From an optimization exercise on the open Yosys and OpenROAD flow, aimed at small area; shortcuts taken in it are not production practice. RTL that was checked went through simulation tests only; none was proved equivalent to the original.

## turbo_decoder_top
module turbo_decoder_top #(
    parameter int MAX_ITER = 16
) (
    input  wire          clk_p_i,
    input  wire          reset_n_i,
    input  wire          start_i,
    input  wire [20:0]   data_i,
    input  wire          siso_done_i,
    input  wire [69:0]   siso_llr_i,
    output wire          siso_start_o,
    output wire [125:0]  siso_req_o,
    output wire          done_o,
    output wire [4:0]    data_o
);
Size: ~210 flip-flops, about 230 I/O pins, ~10000 sq um of cells after synthesis.
export LEC_CHECK = 0
export ABC_AREA = 1
export CAP_MARGIN = 0
export CORE_MARGIN = 2
export CORE_UTILIZATION = 75
export PLACE_DENSITY = 0.85
export SLEW_MARGIN = 0
create_clock -name core_clock -period 12.0 [get_ports {clk_p_i}]
standard.sh (not shown) runs the stock make flow with config.mk's settings and CLKGATE_MAP_FILE= SYNTH_SCRIPT=/design/flow/synth_recipe.tcl, a recipe that flattens the netlist after the stock synthesis.
==> flow/flow/run.sh <==
#!/bin/bash
# The standard layout (standard.sh) with these changes:
#  - synthesis maps with an area-oriented ABC script (flow/abc_area.script)
#  - port buffers use the smallest buffer cell
#  - the constant outputs share one tie cell
#  - floorplan removes synthesis buffers instead of repairing timing before
#    placement (timing is repaired after placement, CTS and global routing)
#  - clock tree: clkbuf_8 only, clusters of up to 16 sinks, no dummy loads
set -e
rm -rf scripts_mod
cp -r "$FLOW_HOME/scripts" scripts_mod
cp flow/abc_area.script scripts_mod/abc_area.script
export SCRIPTS_DIR="$PWD/scripts_mod"
export BUFFER_PORTS_ARGS="-buffer_cell sky130_fd_sc_hd__buf_1"
export SKIP_REPAIR_TIE_FANOUT=1
export REMOVE_ABC_BUFFERS=1
export CTS_ARGS="-sink_clustering_enable -repair_clock_nets -dont_use_dummy_load -buf_list sky130_fd_sc_hd__clkbuf_8 -sink_clustering_size 16 -sink_clustering_max_diameter 80"
bash standard.sh > standard_run.log 2>&1
==> flow/flow/abc_area.script <==
strash
dc2
dch -f
amap -m
strash
dc2
dch -f
amap -m
strash
dc2
dch -f
amap -m
topo
The baseline passed the timing, DRC and antenna checks.
Change:
--- a/flow/design.v
+++ b/flow/design.v
@@ -37,19 +37,19 @@
             endcase
         end
     end
     assign early_o       = (cnt == 3'd3);
     assign block_ready_o = (cnt == 3'd5);
     wire   park3         = (cnt == 3'd3);
     wire   park4         = (cnt == 3'd4);
     wire   park          = park3 | park4;
-    wire [8:0] a_in = {data_i[20:19], data_i[6:0]};
-    wire [2:0] b_in = data_i[18:16];
-    wire [8:0] e_in = {data_i[15:14], data_i[13:7]};
+    wire [8:0] a_in = ~{data_i[20:19], data_i[6:0]};
+    wire [2:0] b_in = ~data_i[18:16];
+    wire [8:0] e_in = ~{data_i[15:14], data_i[13:7]};
     logic [8:0]  a0, a1, a2;
     logic [2:0]  b0, b1, b2;
     logic [8:0]  e0, e1, e2;
     always_ff @(posedge clk_p_i) begin
         a0 <= a_in;
         a1 <= a0;
         a2 <= a1;
         b0 <= b_in;
@@ -133,25 +133,26 @@
     localparam logic [2:0] S_DONE = 3'b010;  
     localparam logic [2:0] S_FIN  = 3'b011;
     localparam logic [2:0] S_D1S  = 3'b100;  
     localparam logic [2:0] S_D1   = 3'b101;
     localparam logic [2:0] S_D2S  = 3'b110;  
     localparam logic [2:0] S_D2   = 3'b111;
     logic [2:0]  state;
     logic [3:0]  iter_cnt;
-    logic [27:0] sys_q, par1_q, par2_q;
-    logic [49:0] apri_q;
+    logic [27:0] sys_qn, par1_qn, par2_qn;
+    wire  [27:0] sys_q = ~sys_qn, par1_q = ~par1_qn, par2_q = ~par2_qn;
+    logic [49:0] apri_qn;    
     logic [49:0] apri;
     logic        apri_zero;
     logic        dec_q;
     wire h1    = state[2] & ~state[1];
     wire d2    = state[2] &  state[1];
     wire valid = (state != S_RST);
-    assign apri = apri_q & {50{~apri_zero}};
+    assign apri = ~apri_qn & {50{~apri_zero}};
     wire [49:0] apri_n = ~apri;
     wire idle  = ~state[2] & ~(state[1] & state[0]);
     wire take  = idle & block_ready_i;
     assign siso_start_o = state[2] & ~state[0];
     assign done_o       = (state == S_DONE);
     logic [27:0] sys_sel;
     always_comb begin
         sys_sel = '0;
@@ -186,38 +187,38 @@
             if (ext[(4-j)*10 + 9] != apri[(4-j)*10 + 9]) same = 1'b0;
         end
     end
     wire stop = same | (iter_cnt == 4'(MAX_ITER-1));
     wire fin_next = idle | (state == S_FIN) | (d2 & siso_done_i & stop);
     wire take_early = early_i & fin_next;
     always_ff @(posedge clk_p_i) begin
         if (take) begin
-            sys_q[27:8] <= sys04_i;
-            par2_q      <= par2_i;
+            sys_qn[27:8] <= sys04_i;
+            par2_qn      <= par2_i;
         end
         if (take_early) begin
-            sys_q[7:0]  <= sys56_i;
-            par1_q      <= par1_i;
+            sys_qn[7:0]  <= sys56_i;
+            par1_qn      <= par1_i;
         end
     end
     always_ff @(posedge clk_p_i) begin
         dec_q <= dec2[4];
     end
     always_ff @(posedge clk_p_i) begin
         if (take)
             iter_cnt <= '0;
         else if (d2 & siso_done_i)
             iter_cnt <= stop ? dec2[3:0] : iter_cnt + 1'b1;
     end
     wire ld_int = siso_done_i & h1;
     wire ld_nat = siso_done_i & d2 & ~stop;
     always_ff @(posedge clk_p_i) begin
-        apri_q <= ({50{ld_int}} & ext_int) | ({50{ld_nat}} & ext_nat)
-                | ({50{~(ld_int | ld_nat)}} & apri_q);
+        apri_qn <= ~(({50{ld_int}} & ext_int) | ({50{ld_nat}} & ext_nat)
+                   | ({50{~(ld_int | ld_nat)}} & apri));
     end
     always_ff @(posedge clk_p_i or negedge reset_n_i) begin
         if (!reset_n_i)
             apri_zero <= 1'b1;
         else if (take)
             apri_zero <= 1'b1;
         else if (h1 & siso_done_i)
             apri_zero <= 1'b0;
Area after synthesis decreases by about 2.5%.
Cell area decreases by about 2.1%.
Die area decreases by 2.4%.
Via count decreases by about 0.47%.
Fmax decreases by 1.1%.

---

Another version of the RTL of turbo_decoder_top (not shown whole).
Size: about 910 cells after synthesis.
==> module turbo_iter_ctrl, before the edit <==
module turbo_iter_ctrl #(
    parameter int MAX_ITER = 16
) (
    input  wire          clk_p_i,
    input  wire          reset_n_i,
    input  wire          early_i,
    input  wire          block_ready_i,
    input  wire [19:0]   sys04_i,
    input  wire [7:0]    sys56_i,
    input  wire [27:0]   par1_i,
    input  wire [27:0]   par2_i,
    input  wire          siso_done_i,
    input  wire [69:0]   siso_llr_i,
    output wire          siso_start_o,
    output wire [125:0]  siso_req_o,
    output wire          done_o,
    output logic [4:0]   data_o
);
    localparam logic [2:0] S_RST  = 3'b000;  
    localparam logic [2:0] S_IDLE = 3'b001;
    localparam logic [2:0] S_DONE = 3'b010;  
    localparam logic [2:0] S_FIN  = 3'b011;
    localparam logic [2:0] S_D1S  = 3'b100;  
    localparam logic [2:0] S_D1   = 3'b101;
    localparam logic [2:0] S_D2S  = 3'b110;  
    localparam logic [2:0] S_D2   = 3'b111;
    logic [2:0]  state;
    logic [3:0]  iter_cnt;
    logic [27:0] sys_q, par1_q, par2_q;
    logic [49:0] apri_q;
    logic [49:0] apri;
    logic        apri_zero;
    logic [4:0]  dec_q;
    wire h1    = state[2] & ~state[1];
    wire d2    = state[2] &  state[1];
    wire valid = (state != S_RST);
    assign apri = apri_q & {50{~apri_zero}};
    wire idle  = ~state[2] & ~(state[1] & state[0]);
    wire take  = idle & block_ready_i;
    assign siso_start_o = state[2] & ~state[0];
    assign done_o       = (state == S_DONE);
    logic [27:0] sys_sel;
    always_comb begin
        sys_sel = '0;
        for (int j = 0; j < 5; j++) begin
            sys_sel[(6-j)*4 +: 4] = h1 ? sys_q[(6-j)*4 +: 4]
                                       : sys_q[(6-int'(turbo_pkg::PERM[3*j +: 3]))*4 +: 4];
        end
        sys_sel[7:0] = h1 ? sys_q[7:0] : 8'd0;
    end
    wire [27:0] sys_out = sys_sel & {28{valid}};
    assign siso_req_o = {sys_out,
                         (h1 ? par1_q : par2_q) & {28{valid}},
                         apri, 20'd0};
    logic [49:0] ext;
    for (genvar i = 0; i < 5; i++) begin : g_ext
        extrinsic_unit u_ext (
            .llr_i  (siso_llr_i[(6-i)*10 +: 10]),
            .apri_i (apri[(4-i)*10 +: 10]),
            .sys_i  (sys_out[(6-i)*4 +: 4]),
            .ext_o  (ext[(4-i)*10 +: 10])
        );
    end
    logic [49:0] ext_int, ext_nat;
    logic [4:0]  dec2;
    logic        same;
    always_comb begin
        same = 1'b1;
        for (int j = 0; j < 5; j++) begin
            ext_int[(4-j)*10 +: 10] = ext[(4-int'(turbo_pkg::PERM[3*j +: 3]))*10 +: 10];
            ext_nat[(4-j)*10 +: 10] = ext[(4-int'(turbo_pkg::PERM_INV[3*j +: 3]))*10 +: 10];
            dec2[4-j] = ~ext[(4-int'(turbo_pkg::PERM_INV[3*j +: 3]))*10 + 9];
            if (ext[(4-j)*10 + 9] != apri[(4-j)*10 + 9]) same = 1'b0;
        end
    end
    wire stop = same | (iter_cnt == 4'(MAX_ITER-1));
    wire fin_next = idle | (state == S_FIN) | (d2 & siso_done_i & stop);
    wire take_early = early_i & fin_next;
    always_ff @(posedge clk_p_i) begin
        if (take) begin
            sys_q[27:8] <= sys04_i;
            par2_q      <= par2_i;
        end
        if (take_early) begin
            sys_q[7:0]  <= sys56_i;
            par1_q      <= par1_i;
        end
    end
    always_ff @(posedge clk_p_i) begin
        dec_q <= dec2;
    end
    always_ff @(posedge clk_p_i) begin
        if (take)
            iter_cnt <= '0;
        else if (d2 & siso_done_i & ~stop)
            iter_cnt <= iter_cnt + 1'b1;
    end
    wire ld_int = siso_done_i & h1;
    wire ld_nat = siso_done_i & d2 & ~stop;
    always_ff @(posedge clk_p_i) begin
        apri_q <= ({50{ld_int}} & ext_int) | ({50{ld_nat}} & ext_nat)
                | ({50{~(ld_int | ld_nat)}} & apri_q);
    end
    always_ff @(posedge clk_p_i or negedge reset_n_i) begin
        if (!reset_n_i)
            apri_zero <= 1'b1;
        else if (take)
            apri_zero <= 1'b1;
        else if (h1 & siso_done_i)
            apri_zero <= 1'b0;
    end
    always_ff @(posedge clk_p_i or negedge reset_n_i) begin
        if (!reset_n_i) begin
            state  <= S_RST;
            data_o <= '0;
        end else begin
            case (state)
                S_RST, S_IDLE, S_DONE: begin
                    if (block_ready_i) begin
                        state <= S_D1S;
                    end else if (state == S_DONE) begin
                        state <= S_IDLE;
                    end
                end
                S_D1S, S_D1: begin
                    if (siso_done_i) begin
                        state <= S_D2S;
                    end else begin
                        state <= S_D1;
                    end
                end
                S_D2S, S_D2: begin
                    if (siso_done_i) begin
                        if (stop) begin
                            state <= S_FIN;
                        end else begin
                            state <= S_D1S;
                        end
                    end else begin
                        state <= S_D2;
                    end
                end
                default: begin  
                    data_o <= dec_q;
                    state  <= S_DONE;
                end
            endcase
        end
    end
endmodule
Settings: LEC_CHECK=0, ABC_AREA=1, CAP_MARGIN=20, CORE_MARGIN=2, CORE_UTILIZATION=60, SLEW_MARGIN=20; clock period 12.0 ns.
==> flow/flow/run.sh <==
#!/bin/bash
# The standard layout with three changes:
#  - synthesis maps with an area-oriented ABC script (flow/abc_area.script)
#  - port buffers use the smallest buffer cell
#  - clock tree: clkbuf_8 only, clusters of up to 16 sinks, no dummy loads
set -e
rm -rf scripts_mod
cp -r "$FLOW_HOME/scripts" scripts_mod
cp flow/abc_area.script scripts_mod/abc_area.script
export SCRIPTS_DIR="$PWD/scripts_mod"
export BUFFER_PORTS_ARGS="-buffer_cell sky130_fd_sc_hd__buf_1"
export SKIP_REPAIR_TIE_FANOUT=1
export CTS_ARGS="-sink_clustering_enable -repair_clock_nets -dont_use_dummy_load -buf_list sky130_fd_sc_hd__clkbuf_8 -sink_clustering_size 16 -sink_clustering_max_diameter 80"
bash standard.sh > standard_run.log 2>&1
Scripts as last shown in full above: flow/flow/abc_area.script
Next try:
--- a/flow/design.v
+++ b/flow/design.v
@@ -162,18 +162,18 @@
             .apri_i (apri[(4-i)*10 +: 10]),
             .sys_i  (sys_out[(6-i)*4 +: 4]),
             .ext_o  (ext[(4-i)*10 +: 10])
         );
     end
-    logic [49:0] ext_int, ext_nat;
+    logic [49:0] apri_next;
     logic [4:0]  dec2;
     logic        same;
     always_comb begin
         same = 1'b1;
         for (int j = 0; j < 5; j++) begin
-            ext_int[(4-j)*10 +: 10] = ext[(4-int'(turbo_pkg::PERM[3*j +: 3]))*10 +: 10];
-            ext_nat[(4-j)*10 +: 10] = ext[(4-int'(turbo_pkg::PERM_INV[3*j +: 3]))*10 +: 10];
+            apri_next[(4-j)*10 +: 10] = h1 ? ext[(4-int'(turbo_pkg::PERM[3*j +: 3]))*10 +: 10]
+                                           : ext[(4-int'(turbo_pkg::PERM_INV[3*j +: 3]))*10 +: 10];
             dec2[4-j] = ~ext[(4-int'(turbo_pkg::PERM_INV[3*j +: 3]))*10 + 9];
             if (ext[(4-j)*10 + 9] != apri[(4-j)*10 + 9]) same = 1'b0;
         end
     end
     wire stop = same | (iter_cnt == 4'(MAX_ITER-1));
@@ -196,15 +196,14 @@
         if (take)
             iter_cnt <= '0;
         else if (d2 & siso_done_i & ~stop)
             iter_cnt <= iter_cnt + 1'b1;
     end
-    wire ld_int = siso_done_i & h1;
-    wire ld_nat = siso_done_i & d2 & ~stop;
+    wire apri_ld = siso_done_i & (h1 | (d2 & ~stop));
     always_ff @(posedge clk_p_i) begin
-        apri_q <= ({50{ld_int}} & ext_int) | ({50{ld_nat}} & ext_nat)
-                | ({50{~(ld_int | ld_nat)}} & apri_q);
+        if (apri_ld)
+            apri_q <= apri_next;
     end
     always_ff @(posedge clk_p_i or negedge reset_n_i) begin
         if (!reset_n_i)
             apri_zero <= 1'b1;
         else if (take)
Outcome: The new run produced a clean layout; cell count fell by 11%; setup slack improves by 400 ps; clock-buffer cell count is unchanged; routed wire length rose by 3.0%; design area increases by 0.37%; maximum frequency climbs by 3.6%; synthesized cell count decreases by 15%; global-route usage stays flat; utilization hardly moves; flip-flop and latch count is unchanged; non-clock buffer count is lower by 19.
Function not checked in the first run of this note: the RTL went through the layout flow alone.

---

v6:
Another version of the RTL of turbo_decoder_top (not shown whole).
For scale: about 990 cells after synthesis, ~260 flip-flops, roughly 230 I/O pins, about 12000 um^2 of cells after synthesis.
## turbo_decoder_top
module turbo_decoder_top #(
    parameter int MAX_ITER = 16
) (
    input  wire          clk_p_i,
    input  wire          reset_n_i,
    input  wire          start_i,
    input  wire [20:0]   data_i,
    input  wire          siso_done_i,
    input  wire [69:0]   siso_llr_i,
    output wire          siso_start_o,
    output wire [125:0]  siso_req_o,
    output wire          done_o,
    output wire [4:0]    data_o
);
==> module extrinsic_unit, before the edit <==
module extrinsic_unit (
    input  wire [9:0] llr_i,
    input  wire [9:0] apri_i,
    input  wire [3:0] sys_i,
    output wire [9:0] ext_o
);
    wire [10:0] a = {llr_i[9], llr_i};
    wire [10:0] b = ~{apri_i[9], apri_i};
    wire [11:0] c;
    wire [10:0] d1;
    assign c[0] = 1'b1;
    for (genvar i = 0; i < 11; i++) begin : g_sub1
        assign d1[i]  = a[i] ^ b[i] ^ c[i];
        assign c[i+1] = (a[i] & b[i]) | (a[i] & c[i]) | (b[i] & c[i]);
    end
    wire [9:0] x = (d1[10] != d1[9]) ? {d1[10], {9{~d1[10]}}} : d1[9:0];
    wire [9:0]  p = {x[9], x[9:1]};
    wire [9:0]  q = ~{{6{sys_i[3]}}, sys_i};
    wire [10:0] e;
    wire [9:0]  h;
    assign e[0] = 1'b1;
    for (genvar i = 0; i < 10; i++) begin : g_sub2
        assign h[i]   = p[i] ^ q[i] ^ e[i];
        assign e[i+1] = (p[i] & q[i]) | (p[i] & e[i]) | (q[i] & e[i]);
    end
    assign ext_o = (h[9] != h[8]) ? {h[9], {9{~h[9]}}} : {h[8:0], x[0]};
endmodule
==> module turbo_iter_ctrl, before the edit <==
module turbo_iter_ctrl #(
    parameter int MAX_ITER = 16
) (
    input  wire          clk_p_i,
    input  wire          reset_n_i,
    input  wire          block_ready_i,
    input  wire [27:0]   sys_i,
    input  wire [27:0]   par1_i,
    input  wire [27:0]   par2_i,
    input  wire          siso_done_i,
    input  wire [69:0]   siso_llr_i,
    output wire          siso_start_o,
    output wire [125:0]  siso_req_o,
    output wire          done_o,
    output logic [4:0]   data_o
);
    localparam logic [2:0] S_RST  = 3'b000;  
    localparam logic [2:0] S_IDLE = 3'b001;
    localparam logic [2:0] S_DONE = 3'b010;  
    localparam logic [2:0] S_FIN  = 3'b011;
    localparam logic [2:0] S_D1S  = 3'b100;  
    localparam logic [2:0] S_D1   = 3'b101;
    localparam logic [2:0] S_D2S  = 3'b110;  
    localparam logic [2:0] S_D2   = 3'b111;
    logic [2:0]  state;
    logic [3:0]  iter_cnt;
    logic [27:0] sys_q, par1_q, par2_q;
    logic [49:0] apri;
    logic [4:0]  dec_q;
    wire h1    = state[2] & ~state[1];
    wire d2    = state[2] &  state[1];
    wire valid = (state != S_RST);
    wire idle  = ~state[2] & ~(state[1] & state[0]);
    wire take  = idle & block_ready_i;
    assign siso_start_o = state[2] & ~state[0];
    assign done_o       = (state == S_DONE);
    logic [27:0] sys_sel;
    always_comb begin
        sys_sel = '0;
        for (int j = 0; j < 5; j++) begin
            sys_sel[(6-j)*4 +: 4] = h1 ? sys_q[(6-j)*4 +: 4]
                                       : sys_q[(6-int'(turbo_pkg::PERM[3*j +: 3]))*4 +: 4];
        end
        sys_sel[7:0] = h1 ? sys_q[7:0] : 8'd0;
    end
    wire [27:0] sys_out = sys_sel & {28{valid}};
    assign siso_req_o = {sys_out,
                         (h1 ? par1_q : par2_q) & {28{valid}},
                         apri, 20'd0};
    logic [49:0] ext;
    for (genvar i = 0; i < 5; i++) begin : g_ext
        extrinsic_unit u_ext (
            .llr_i  (siso_llr_i[(6-i)*10 +: 10]),
            .apri_i (apri[(4-i)*10 +: 10]),
            .sys_i  (sys_out[(6-i)*4 +: 4]),
            .ext_o  (ext[(4-i)*10 +: 10])
        );
    end
    logic [49:0] apri_next;
    logic [4:0]  dec2;
    logic        same;
    always_comb begin
        same = 1'b1;
        for (int j = 0; j < 5; j++) begin
            apri_next[(4-j)*10 +: 10] = h1 ? ext[(4-int'(turbo_pkg::PERM[3*j +: 3]))*10 +: 10]
                                           : ext[(4-int'(turbo_pkg::PERM_INV[3*j +: 3]))*10 +: 10];
            dec2[4-j] = ~ext[(4-int'(turbo_pkg::PERM_INV[3*j +: 3]))*10 + 9];
            if (ext[(4-j)*10 + 9] != apri[(4-j)*10 + 9]) same = 1'b0;
        end
    end
    wire stop = same | (iter_cnt == 4'(MAX_ITER-1));
    always_ff @(posedge clk_p_i) begin
        if (take) begin
            sys_q  <= sys_i;
            par1_q <= par1_i;
            par2_q <= par2_i;
        end
    end
    always_ff @(posedge clk_p_i) begin
        dec_q <= dec2;
    end
    always_ff @(posedge clk_p_i) begin
        if (take)
            iter_cnt <= '0;
        else if (d2 & siso_done_i & ~stop)
            iter_cnt <= iter_cnt + 1'b1;
    end
    always_ff @(posedge clk_p_i or negedge reset_n_i) begin
        if (!reset_n_i) begin
            state  <= S_RST;
            apri   <= '0;
            data_o <= '0;
        end else begin
            case (state)
                S_RST, S_IDLE, S_DONE: begin
                    if (block_ready_i) begin
                        apri  <= '0;
                        state <= S_D1S;
                    end else if (state == S_DONE) begin
                        state <= S_IDLE;
                    end
                end
                S_D1S, S_D1: begin
                    if (siso_done_i) begin
                        apri  <= apri_next;
                        state <= S_D2S;
                    end else begin
                        state <= S_D1;
                    end
                end
                S_D2S, S_D2: begin
                    if (siso_done_i) begin
                        if (stop) begin
                            state <= S_FIN;
                        end else begin
                            apri  <= apri_next;
                            state <= S_D1S;
                        end
                    end else begin
                        state <= S_D2;
                    end
                end
                default: begin  
                    data_o <= dec_q;
                    state  <= S_DONE;
                end
            endcase
        end
    end
endmodule
==> flow/config.mk <==
export PLATFORM = sky130hd
export DESIGN_NAME = turbo_decoder_top
export DESIGN_NICKNAME = turbo_decoder_top
export VERILOG_FILES = /design/flow/design.v
export SDC_FILE = /design/flow/constraint.sdc
export NUM_CORES = 4
export LEC_CHECK = 0
export CAP_MARGIN = 20
export CORE_MARGIN = 2
export CORE_UTILIZATION = 40
export SLEW_MARGIN = 20
==> flow/constraint.sdc <==
create_clock -name core_clock -period 12.0 [get_ports {clk_p_i}]
set_input_delay 2.4000 -clock core_clock [delete_from_list [all_inputs] [get_ports {clk_p_i}]]
set_output_delay 2.4000 -clock core_clock [all_outputs]
set_load 0.01 [all_outputs]
run.sh (not shown) runs the stock make flow with config.mk's settings and CLKGATE_MAP_FILE= SYNTH_SCRIPT=/design/flow/synth_recipe.tcl, a recipe that flattens the netlist after the stock synthesis.
Stock flow here: none of the scripts above is used.
[inputs] v7 vs v6
diff --git a/flow/design.v b/flow/design.v
--- a/flow/design.v
+++ b/flow/design.v
@@ -59,26 +59,10 @@
     input  wire [3:0] sys_i,
     output wire [9:0] ext_o
 );
-    wire [10:0] a = {llr_i[9], llr_i};
-    wire [10:0] b = ~{apri_i[9], apri_i};
-    wire [11:0] c;
-    wire [10:0] d1;
-    assign c[0] = 1'b1;
-    for (genvar i = 0; i < 11; i++) begin : g_sub1
-        assign d1[i]  = a[i] ^ b[i] ^ c[i];
-        assign c[i+1] = (a[i] & b[i]) | (a[i] & c[i]) | (b[i] & c[i]);
-    end
-    wire [9:0] x = (d1[10] != d1[9]) ? {d1[10], {9{~d1[10]}}} : d1[9:0];
-    wire [9:0]  p = {x[9], x[9:1]};
-    wire [9:0]  q = ~{{6{sys_i[3]}}, sys_i};
-    wire [10:0] e;
-    wire [9:0]  h;
-    assign e[0] = 1'b1;
-    for (genvar i = 0; i < 10; i++) begin : g_sub2
-        assign h[i]   = p[i] ^ q[i] ^ e[i];
-        assign e[i+1] = (p[i] & q[i]) | (p[i] & e[i]) | (q[i] & e[i]);
-    end
-    assign ext_o = (h[9] != h[8]) ? {h[9], {9{~h[9]}}} : {h[8:0], x[0]};
+    wire [10:0] d1 = {llr_i[9], llr_i} - {apri_i[9], apri_i};
+    wire [9:0]  s1 = (d1[10] != d1[9]) ? {d1[10], {9{~d1[10]}}} : d1[9:0];
+    wire [10:0] d2 = {s1[9], s1} - {{6{sys_i[3]}}, sys_i, 1'b0};
+    assign ext_o = (d2[10] != d2[9]) ? {d2[10], {9{~d2[10]}}} : d2[9:0];
 endmodule
 `default_nettype wire
 `default_nettype none
@@ -128,8 +112,7 @@
         end
         sys_sel[7:0] = h1 ? sys_q[7:0] : 8'd0;
     end
-    wire [27:0] sys_out = sys_sel & {28{valid}};
-    assign siso_req_o = {sys_out,
+    assign siso_req_o = {sys_sel & {28{valid}},
                          (h1 ? par1_q : par2_q) & {28{valid}},
                          apri, 20'd0};
     logic [49:0] ext;
@@ -137,7 +120,7 @@
         extrinsic_unit u_ext (
             .llr_i  (siso_llr_i[(6-i)*10 +: 10]),
             .apri_i (apri[(4-i)*10 +: 10]),
-            .sys_i  (sys_out[(6-i)*4 +: 4]),
+            .sys_i  (sys_sel[(6-i)*4 +: 4]),
             .ext_o  (ext[(4-i)*10 +: 10])
         );
     end
Notes after the runs:
Higher fraction of area in registers was reported by v6, not v7. Share of synthesized area spent on multiplexers ended up 2.7 points lower on v7 than on v6. Across both runs, global-route met2 utilization was higher for v7 than for v6. The utilization of v7 is lower than that of v6. v7 vs v6 on critical path depth: v7 is the lower one. Worst hold slack delta for v7 relative to v6: 0.013 ns higher. v7 against v6: fraction of the cycle the final worst path needs fell 14 points; floorplan die height rose 13 um; synthesized cell count rose about 40%. The initial core utilization of v7 is higher than that of v6.

static timing again, ports no longer ideal:
How much do the figures lean on ideal ports? The routed layouts below were timed once more, with nothing changed but the port constraints.
Step 1: set_driving_cell puts a clkbuf_16 on clk_p_i and a buf_2 on each other input, an assumption about the parent block.
Step 2 times the ports against the registers' clock, not the clock port: input delays grow and output delays shrink by t, the midpoint of the rising clock arrivals with the driver on.
Three values: ideal, step 1, step 2; two values: the first two.
| run | t (ns) | slack for setup (ns) | worst setup path at the end | worst register clock-pin slew, ns | worst data-port slew with drivers (ns) |
|---|---|---|---|---|---|
| the first run of note 1 | 0.512 | 0.474 / 0.488 / -0.024 | input to register | 0.11 / 0.11 | 0.05 |
| the second run of note 1 | 0.528 | 0.343 / 0.357 / -0.171 | input to register | 0.11 / 0.11 | 0.06 |
| the first run of note 2 | 0.542 | 0.465 / 0.482 / -0.060 | input to register | 0.10 / 0.10 | 0.06 |
| the second run of note 2 | 0.527 | 0.863 / 0.877 / 0.350 | input to register | 0.10 / 0.10 | 0.06 |
| v6 | 0.583 | 0.894 / 0.907 / 0.324 | input to register | 0.06 / 0.06 | 0.06 |
| v7 | 0.603 | 2.538 / 2.566 / 1.963 | input to register | 0.07 / 0.07 | 0.10 |
With both steps, setup timing fails in the first run of note 1, the second run of note 1 and the first run of note 2, where it was met with ideal ports. For v7, which loses most, drivers alone change the setup slack by +0.028 ns; drivers and shift together by -0.575 ns.
